Source: an optimization exercise on an open RTL-to-GDS flow (aim: small area). Production flows keep margins and buffers that such runs may drop. Only simulation tests tie the RTL to the original design; equivalence was not proved. Power figures rest on the tool's default switching activity, not on a simulated workload.

## flow/design.v

```verilog
`timescale 1ns/100ps
package rv_pkg;
   localparam logic [6:0] OPC_LUI = 7'b0110111;
   localparam logic [6:0] OPC_OP = 7'b0110011;
   localparam logic [6:0] OPC_OPIMM = 7'b0010011;
endpackage
`timescale 1ns/100ps
module rv_decoder (
   input  logic [31:0] i_inst,
   output logic        o_lui,
   output logic        o_op,
   output logic        o_illegal
);
   logic [2:0] f3;
   logic [6:0] f7;
   logic opimm;
   assign f3 = i_inst[14:12];
   assign f7 = i_inst[31:25];
   assign o_lui = (i_inst[6:0] == rv_pkg::OPC_LUI);
   assign o_op = (i_inst[6:0] == rv_pkg::OPC_OP);
   assign opimm = (i_inst[6:0] == rv_pkg::OPC_OPIMM);
   always_comb begin
      if (o_lui) begin
         o_illegal = 1'b0;
      end else if (o_op) begin
         o_illegal = !((f7 == 7'h00) || ((f7 == 7'h20) && ((f3 == 3'd0) || (f3 == 3'd5))));
      end else if (opimm) begin
         o_illegal = ((f3 == 3'd1) && (f7 != 7'h00)) ||
                     ((f3 == 3'd5) && (f7 != 7'h00) && (f7 != 7'h20));
      end else begin
         o_illegal = 1'b1;
      end
   end
endmodule
module rv_sel_dec (
   input  logic        i_en,
   input  logic [4:0]  i_a,
   output logic [31:1] o_sel
);
   always_comb begin
      for (int r = 1; r < 32; r++) begin
         o_sel[r] = i_en && (i_a == 5'(r));
      end
   end
endmodule
`timescale 1ns/100ps
module rv_aoi222 (
   input  logic a1, a2, b1, b2, c1, c2,
   output logic y
);
   assign y = ~((a1 & a2) | (b1 & b2) | (c1 & c2));
endmodule
module rv_nand2 (
   input  logic a, b,
   output logic y
);
   assign y = ~(a & b);
endmodule
module rv_nand3 (
   input  logic a, b, c,
   output logic y
);
   assign y = ~(a & b & c);
endmodule
module rv_nand4 (
   input  logic a, b, c, d,
   output logic y
);
   assign y = ~(a & b & c & d);
endmodule
module rv_or3 (
   input  logic a, b, c,
   output logic y
);
   assign y = a | b | c;
endmodule
module rv_rd_bit (
   input  logic [31:1] i_sel,
   input  logic [31:1] i_d,
   output logic        o_q
);
   logic [9:0] t;    
   logic       t31;
   logic [2:0] u;
   for (genvar k = 0; k < 10; k++) begin : g_aoi
      rv_aoi222 i_aoi (
         .a1 (i_sel[3*k+1]), .a2 (i_d[3*k+1]),
         .b1 (i_sel[3*k+2]), .b2 (i_d[3*k+2]),
         .c1 (i_sel[3*k+3]), .c2 (i_d[3*k+3]),
         .y  (t[k])
      );
   end
   rv_nand2 i_n31 (.a(i_sel[31]), .b(i_d[31]), .y(t31));
   rv_nand4 i_u0 (.a(t[0]), .b(t[1]), .c(t[2]), .d(t[3]), .y(u[0]));
   rv_nand4 i_u1 (.a(t[4]), .b(t[5]), .c(t[6]), .d(t[7]), .y(u[1]));
   rv_nand3 i_u2 (.a(t[8]), .b(t[9]), .c(t31), .y(u[2]));
   rv_or3 i_q (.a(u[0]), .b(u[1]), .c(u[2]), .y(o_q));
endmodule
module rv_regfile (
   input  logic [31:1]  i_sel,
   input  logic [991:0] i_mem,
   output logic [31:0]  o_q
);
   for (genvar b = 0; b < 32; b++) begin : g_bit
      logic [31:1] d;
      for (genvar r = 1; r < 32; r++) begin : g_r
         assign d[r] = i_mem[32*(r-1) + b];
      end
      rv_rd_bit i_bit (.i_sel(i_sel), .i_d(d), .o_q(o_q[b]));
   end
endmodule
`timescale 1ns/100ps
module rv_alu (
   input  logic [31:0] i_a,
   input  logic [31:0] i_b,
   input  logic        i_inv,     
   input  logic        i_kp,      
   input  logic        i_kc,      
   input  logic        i_kg,      
   input  logic        i_shift,   
   input  logic        i_left,    
   input  logic        i_sra,     
   input  logic        i_slt,
   input  logic        i_sltu,
   output logic [31:0] o_result
);
   logic [31:0] bx;
   logic [31:0] p;
   logic [31:0] g;
   logic [32:0] c;
   logic        lt;
   logic [4:0]  s;
   logic [4:0]  t;
   logic [31:0] rot [0:5];
   logic [31:0] keep;    
   logic [31:0] mkeep;
   logic [31:0] fill;
   assign bx = i_b ^ {32{i_inv}};
   assign p = i_a ^ bx;
   assign g = i_a & bx;
   logic [31:0] gg [0:5];
   logic [31:0] pp [0:5];
   always_comb begin
      gg[0] = g;
      pp[0] = p;
      gg[0][0] = g[0] | (p[0] & i_inv);
      for (int l = 1; l <= 5; l++) begin
         gg[l] = gg[l-1];
         pp[l] = pp[l-1];
         for (int i = 0; i < 32; i++) begin
            if (((i + 1) % (1 << l)) == 0) begin
               gg[l][i] = gg[l-1][i] | (pp[l-1][i] & gg[l-1][i - (1 << (l-1))]);
               pp[l][i] = pp[l-1][i] & pp[l-1][i - (1 << (l-1))];
            end
         end
      end
   end
   logic [31:0] gd [0:4];
   always_comb begin
      gd[4] = gg[5];
      for (int l = 4; l >= 1; l--) begin
         if (l < 4) gd[l] = gd[l+1];
         for (int i = 0; i < 32; i++) begin
            if ((((i + 1) % (1 << l)) == (1 << (l-1))) && (i >= (1 << l))) begin
               gd[l][i] = gd[l][i] | (pp[l-1][i] & gd[l][i - (1 << (l-1))]);
            end
         end
      end
   end
   always_comb begin
      c[0] = i_inv;
      for (int i = 0; i < 32; i++) begin
         c[i+1] = gd[1][i];
      end
   end
   assign lt = i_sltu ? ~c[32] : ((i_a[31] ^ i_b[31]) ? i_a[31] : (p[31] ^ c[31]));
   assign s = i_b[4:0];
   assign t = i_left ? (~s + 5'd1) : s;
   always_comb begin
      rot[0] = i_a;
      for (int l = 0; l < 5; l++) begin
         for (int i = 0; i < 32; i++) begin
            rot[l+1][i] = t[l] ? rot[l][(i + (1 << l)) % 32] : rot[l][i];
         end
      end
   end
   always_comb begin
      for (int i = 0; i < 32; i++) begin
         keep[i] = i_left ? (5'(i) >= s) : (5'(31 - i) >= s);
      end
   end
   assign mkeep = keep & {32{i_shift}};
   assign fill = ~keep & {32{i_sra & i_a[31]}};
   always_comb begin
      o_result = ((p & {32{i_kp}}) ^ ((c[31:0] & {32{i_kc}}) | (g & {32{i_kg}})))
                 | (rot[5] & mkeep) | fill;
      o_result[0] = o_result[0] | ((i_slt | i_sltu) & lt);
   end
endmodule
`timescale 1ns/100ps
module stage_delay (
   input  logic i_clk,
   input  logic i_rst,
   input  logic i_d,
   output logic o_q
);
   always_ff @(posedge i_clk) begin
      o_q <= i_d & ~i_rst;
   end
endmodule
`timescale 1ns/100ps
module rv_exec_top (
   input  logic          i_clk,
   input  logic          i_rst,
   input  logic          i_valid,
   input  logic [31:0]   i_inst,
   output logic          o_wb_valid,
   output logic          o_wb_illegal,
   output logic [4:0]    o_wb_rd,
   output logic [31:0]   o_wb_data
);
   logic dec_lui;
   logic dec_op;
   logic dec_illegal;
   logic        s1_valid;
   logic        s1_illegal;
   logic        s1_lui;
   logic        s1_op;
   logic [31:7] s1_inst;
   logic        s2_valid;
   logic        s2_illegal;
   logic [4:0]  s2_rd;
   logic [31:0] s2_data;
   logic        s3_valid;
   logic        s3_illegal;
   logic [4:0]  s3_rd;
   logic [31:0] s3_data;
   logic [31:0]  mem [1:31];
   logic [991:0] mem_flat;
   logic [31:1]  wsel;
   logic [31:1]  rsel1;
   logic [31:1]  rsel2;
   logic [31:0] rs1_val;
   logic [31:0] rs2_val;
   logic [31:0] op2;
   logic [2:0]  f3;
   logic        alt;
   logic [31:0] result;
   rv_decoder i_rv_decoder (
      .i_inst    (i_inst),
      .o_lui     (dec_lui),
      .o_op      (dec_op),
      .o_illegal (dec_illegal)
   );
   stage_delay i_v1 (.i_clk(i_clk), .i_rst(i_rst), .i_d(i_valid), .o_q(s1_valid));
   stage_delay i_v2 (.i_clk(i_clk), .i_rst(i_rst), .i_d(s1_valid), .o_q(s2_valid));
   stage_delay i_v3 (.i_clk(i_clk), .i_rst(i_rst), .i_d(s2_valid), .o_q(s3_valid));
   always_ff @(posedge i_clk) begin
      s1_illegal <= dec_illegal;
      s1_lui <= dec_lui;
      s1_op <= dec_op;
      s1_inst <= i_inst[31:7];
      s2_illegal <= s1_illegal;
      s2_rd <= s1_inst[11:7];
      s2_data <= result;
      s3_illegal <= s2_illegal;
      s3_rd <= s2_rd;
      s3_data <= s2_data;
   end
   rv_sel_dec i_wdec (.i_en(s3_valid && !s3_illegal), .i_a(s3_rd), .o_sel(wsel));
   always_ff @(posedge i_clk) begin
      for (int r = 1; r < 32; r++) begin
         if (wsel[r]) begin
            mem[r] <= s3_data;
         end
      end
   end
   always_comb begin
      for (int r = 1; r < 32; r++) begin
         mem_flat[32*(r-1) +: 32] = mem[r];
      end
   end
   rv_sel_dec i_rdec1 (.i_en(!s1_lui), .i_a(s1_inst[19:15]), .o_sel(rsel1));
   rv_sel_dec i_rdec2 (.i_en(1'b1), .i_a(s1_inst[24:20]), .o_sel(rsel2));
   rv_regfile i_rd1 (.i_sel(rsel1), .i_mem(mem_flat), .o_q(rs1_val));
   rv_regfile i_rd2 (.i_sel(rsel2), .i_mem(mem_flat), .o_q(rs2_val));
   assign op2 = s1_op ? rs2_val :
                s1_lui ? {s1_inst[31:12], 12'b0} : {{20{s1_inst[31]}}, s1_inst[31:20]};
   assign f3 = s1_inst[14:12];
   assign alt = s1_inst[30];
   rv_alu i_rv_alu (
      .i_a      (rs1_val),
      .i_b      (op2),
      .i_inv    (!s1_lui && ((f3 == 3'd0) ? (s1_op && alt) : (f3[2:1] == 2'b01))),
      .i_kp     (s1_lui || (f3 == 3'd0) || (f3 == 3'd4) || (f3 == 3'd6)),
      .i_kc     (s1_lui || (f3 == 3'd0)),
      .i_kg     (!s1_lui && f3[2] && f3[1]),
      .i_shift  (!s1_lui && (f3[1:0] == 2'b01)),
      .i_left   (!s1_lui && (f3 == 3'd1)),
      .i_sra    (!s1_lui && (f3 == 3'd5) && alt),
      .i_slt    (!s1_lui && (f3 == 3'd2)),
      .i_sltu   (!s1_lui && (f3 == 3'd3)),
      .o_result (result)
   );
   assign o_wb_valid = s3_valid;
   assign o_wb_illegal = s3_illegal;
   assign o_wb_rd = s3_rd;
   assign o_wb_data = s3_data;
endmodule
```

## flow/run.sh

```bash
#!/bin/bash
# synth_recipe.tcl (not shown) runs the flow's synth.tcl, then flattens the netlist and writes it again
# the make line also repeats each setting of config.mk as NAME=value (left out here)
make -C /OpenROAD-flow-scripts/flow DESIGN_CONFIG=/design/flow/config.mk WORK_HOME=/design/flow/orfs CLKGATE_MAP_FILE= SYNTH_SCRIPT=/design/flow/synth_recipe.tcl finish
```

## flow/config.mk

```make
export PLATFORM = sky130hd
export DESIGN_NAME = rv_exec_top
export DESIGN_NICKNAME = rv_exec_top
export VERILOG_FILES = /design/flow/design.v
export SDC_FILE = /design/flow/constraint.sdc
export NUM_CORES = 4
export LEC_CHECK = 0
export CAP_MARGIN = 20
export CORE_MARGIN = 2
export CORE_UTILIZATION = 55
export SETUP_SLACK_MARGIN = 0.4
export SLEW_MARGIN = 20
export SYNTH_HIERARCHICAL = 1
```

## flow/constraint.sdc

```tcl
create_clock -name core_clock -period 6.5 [get_ports {i_clk}]
set_input_delay 1.3000 -clock core_clock [delete_from_list [all_inputs] [get_ports {i_clk}]]
set_output_delay 1.3000 -clock core_clock [all_outputs]
set_load 0.01 [all_outputs]
```

==> impl_metrics.ini <==
[synth]
synth.distinct_cells = 75
synthTopCellsByCount = edfxtp_1 (992), a222oi_1 (643), nand2_1 (169)
ys_seq_area_share_pct = 68.14
synth_edf_count = 992
syn-cell-area_sq_um = 46860
avgSynthCellArea_sq_um = 15.69
synth-simple-area-share_pct = 7.489
synthMuxAreaShare_pct = 4.387
post-synth-top-count-cell = edfxtp_1
synth_top_cell_by_area = edfxtp_1
synth_top_area_share_pct = 63.57
synth-seq-cells = 1099
synth_ff_type = edfxtp_1
async_reset_ff_share_pct = 0
synth_top_family_by_area = compound AO/OA/AOI/OAI gates
synth_xor_area_share_pct = 1.121
synth_fa_ha_area_share_pct = 0.9612
syn-instance-count = 2987
synth_area_leaders = edfxtp_1 (64%), a222oi_1 (14%), dfxtp_1 (4.6%)
yosysWarnings = 16
synth_compound_area_share_pct = 17.00

[detailed_routing]
drc = 0
drt_iter0_markers = 8042
routedWlPerCell_um = 39.40
antenna_left = 0
num_vias = 35771
viasPerCell = 7.912
dr.pass1.iters = 13
wirelength_um = 178100

[place]
port_buffers = 73
globalplace.congestion = 0.9893
place_area_sq_um = 50570
dp_hpwl_um = 114800

[clocking]
hold_buffers = 0
numClockSinks = 1099
cts_buffer_depth = 3
cts_tree = built
clk_latency_ns = 0.73
clock-root-buffer = clkbuf_16
numCtsBuffers = 113
clk_pin_slew_worst_paths_ns = 0.06
htreeDepth = 3

[global_routing]
grt-ovfl-total = 0
met2_usage_pct = 59.08
met3_usage_pct = 9.668
grtUsageTotal_pct = 40.26
grt_pass1_wl_um = 247100
first_global_vias = 33661
gr-usage-met1_pct = 53.91
grt.busiest_layer = met2
grt_max_degree = 55
antenna_found_initial = 6

[critical_path]
r2r_start = s1_inst[24]
crit_required_ns = 7.01
r2r_setup_slack_ns = 0.31
critPathCaptureType = flip-flop
max_stage_delay_ns = 0.61
cp_slowest_cell = dfxtp_1
worst-r2r-cell-count = 17
rr_endpoint = s2_data[19]
cp-start-kind = flip-flop
critical_path_class = reg2reg
cp.arrival_ns = 6.69
path_max_fanout = 18
cp_cell_sequence = nand4bb_2 -> nor2_4 -> buf_4 -> a222oi_1 -> nand4_1 -> or3_1 -> a22o_1 -> xor2_1 -> ha_1 -> and4_1 -> and2_1 -> a211oi_2 -> nor4_1 -> or3_1 -> a31oi_1 -> xnor2_1 -> o311ai_0
path_common_cell = or3_1

[timing]
max_freq_ghz = 0.1616
fin_crit_sh_pct = 95.18
tightest_slew_ns = 1.193
finClkSkew_ns = 0.04398
slew_violations = 0
setup_viol = 0
rsz0062_at_grt = true
fin_tns_setup_ns = 0
finalCriticalPeriod_ns = 6.187
max_slew_margin_pct = 20.40
hold_viol_final = 0

[die]
start_util_pct = 55.30
die-height_um = 295.9
fp.dieW_um = 295.9
coreArea_sq_um = 84750
die_area_sq_um = 87550
num_rows = 107
pin_count = 74

[min_path]
worstHoldPathCells = 0
hold_end = s3_data[3]
hold_path_class = reg2reg
hp-start = s2_data[3]

[finish]
drive_above_1_share_pct = 15.63
syn_to_final_growth_pct = 15.77
seq_area_sq_um = 31940
fin_nets = 3345
multi_input_area_sq_um = 15210
stdcell_area_sq_um = 54250
fillers = 6186

[pwr]
ir_worst_vdd_mv = 0.2560
power_density_nw_per_um2 = 313.7
power_leakage_nw = 17.59
total_power_w = 0.01702

[outcome]
status = timing/DRC/antenna clean

[run]
maxCapViolCount = 0
-- metal layers --
metal / up-vias / share of wire, %
li1: 14338 / -
met1: 17631 / 34
met2: 3229 / 43
met3: 569 / 15
met4: 4 / 7.8
met5: - / 0.017
-- cells by family (layout without fill, tap and decap cells) --
| group | count (synthesis) | after routing |
|---|---|---|
| flip-flops | 1099 | 1099 |
| AO/OA/AOI/OAI | 879 | 879 |
| AND/OR/NAND/NOR | 677 | 677 |
| multiplexers | 147 | 147 |
| buffers and inverters | 88 | 466 |
| XOR/XNOR | 60 | 60 |
| adder cells (fa/ha/maj) | 36 | 36 |
| other | 1 | 13 |
-- state kept, by name, summed over array words and instances, names as in the netlist, 5 cells and up --
name     flops
mem        992
s2_data     32
s3_data     32
s1_inst     25
s2_rd        5
s3_rd        5
-- how the worst max path moves through the flow --
| stage | startpoint | endpoint | slack [ns] |
|---|---|---|---|
| CTS | s1_inst[24] | s2_data[19] | 0.45 |
| floorplan | s1_inst[24] | s2_data[29] | 0.82 |
| finish | s1_inst[24] | s2_data[19] | 0.31 |
| global placement | s1_inst[24] | s2_data[31] | 0.47 |
| detailed placement | s1_inst[24] | s2_data[31] | 0.38 |
| global route | s1_inst[24] | s2_data[19] | 0.33 |
-- worst max-delay path, delay by kind of cell, from the launching register on --
family,cells,cell delay [ns]
AND/OR/NAND/NOR,8,2.55
AO/OA/AOI/OAI,5,1.73
flip-flops,1,0.61
XOR/XNOR,2,0.43
adder cells (fa/ha/maj),1,0.35
buffers and inverters,1,0.28
-- final cells by class --
class | count | area share (%)
clock buffers | 144 | 5.542
multi-input cells | 1807 | 28.04
flip-flops and latches | 1099 | 58.87
inverters | 13 | 0.08995
clock inverters | 69 | 1.096
well taps | 1144 | 2.638
repair buffers | 240 | 3.704
diodes | 5 | 0.02306
-- modules after synthesis (local to each module, per instance), a selection --
| module | times used | flops+latches | cells | area, sq um |
|---|---|---|---|---|
| rv_aoi222 | 640 | 0 | 1 | 10.01 |
| rv_sel_dec | 3 | 0 | 46 | 230.2 |
| rv_alu | 1 | 0 | 669 | 5246 |
| rv_decoder | 1 | 0 | 15 | 95.09 |
| rv_or3 | 64 | 0 | 1 | 6.256 |
| stage_delay | 3 | 1 | 2 | 33.78 |
| rv_nand3 | 64 | 0 | 1 | 5.005 |
| rv_exec_top | 1 | 1096 | 1199 | 32560 |
| rv_nand4 | 128 | 0 | 1 | 6.256 |
| rv_nand2 | 64 | 0 | 1 | 3.754 |
-- cell usage in the layout (no fill, tap or decap), types with 75 or more instances in the layout --
master	instances
edfxtp_1	992
a222oi_1	643
nand2_1	169
buf_4	165
nand4_1	135
clkbuf_16	115
dfxtp_1	103
nand3_1	89
nor2_4	76
mux2i_1	75
-- where the power goes --
group / internal, W / switching [W] / total, W
Sequential: 0.00827 / 0.000143 / 0.00841
Combinational: 0.000675 / 0.00162 / 0.00229
Clock: 0.00355 / 0.00276 / 0.00632
-- repair_timing --
item | in CTS | in global routing
setup endpoints to repair | 1 | 8
resized for setup | 1 | 4
buffers inserted | 0 | 5
pin swaps | 0 | 4
-- metrics by stage --
stage          utilization, %  cells  worst slack (ns)  hold WS [ns]
6_report                64.02   4521            0.3130        0.3254
5_1_grt                 64.00   4516            0.3339        0.3320
4_1_cts                 63.92   4510            0.4543        0.3261
3_5_place_dp            59.67   4297            0.3776        0.3121
3_3_place_gp            59.67   4297            0.4728        0.3111
2_1_floorplan               -   2994            0.8243        0.3096

==> re-timing with driven ports <==
The results above use ideal ports. As a check the final layout listed here was re-extracted and re-timed, cells and wires unchanged. Step 1, drivers: a clkbuf_16 drives i_clk and a buf_2 each remaining input, both assumed. Step 2 moves the port delays by t, midway between the first and last clock arrival at a register: inputs arrive t later, outputs are due t later. That takes back most of the time a late clock gives input paths. a / b / c = no drivers / after step 1 / after step 2; a / b = the first two.
t, ns: 0.772
setup slack, ns: 0.313 / 0.313 / 0.313
worst register clock-pin slew, ns: 0.07 / 0.07
worst data-port slew with drivers (ns): 0.04
After both steps setup and hold are still met in this run. The setup slack of this run moves by 0.000 ns with the drivers and by 0.000 ns with both steps.
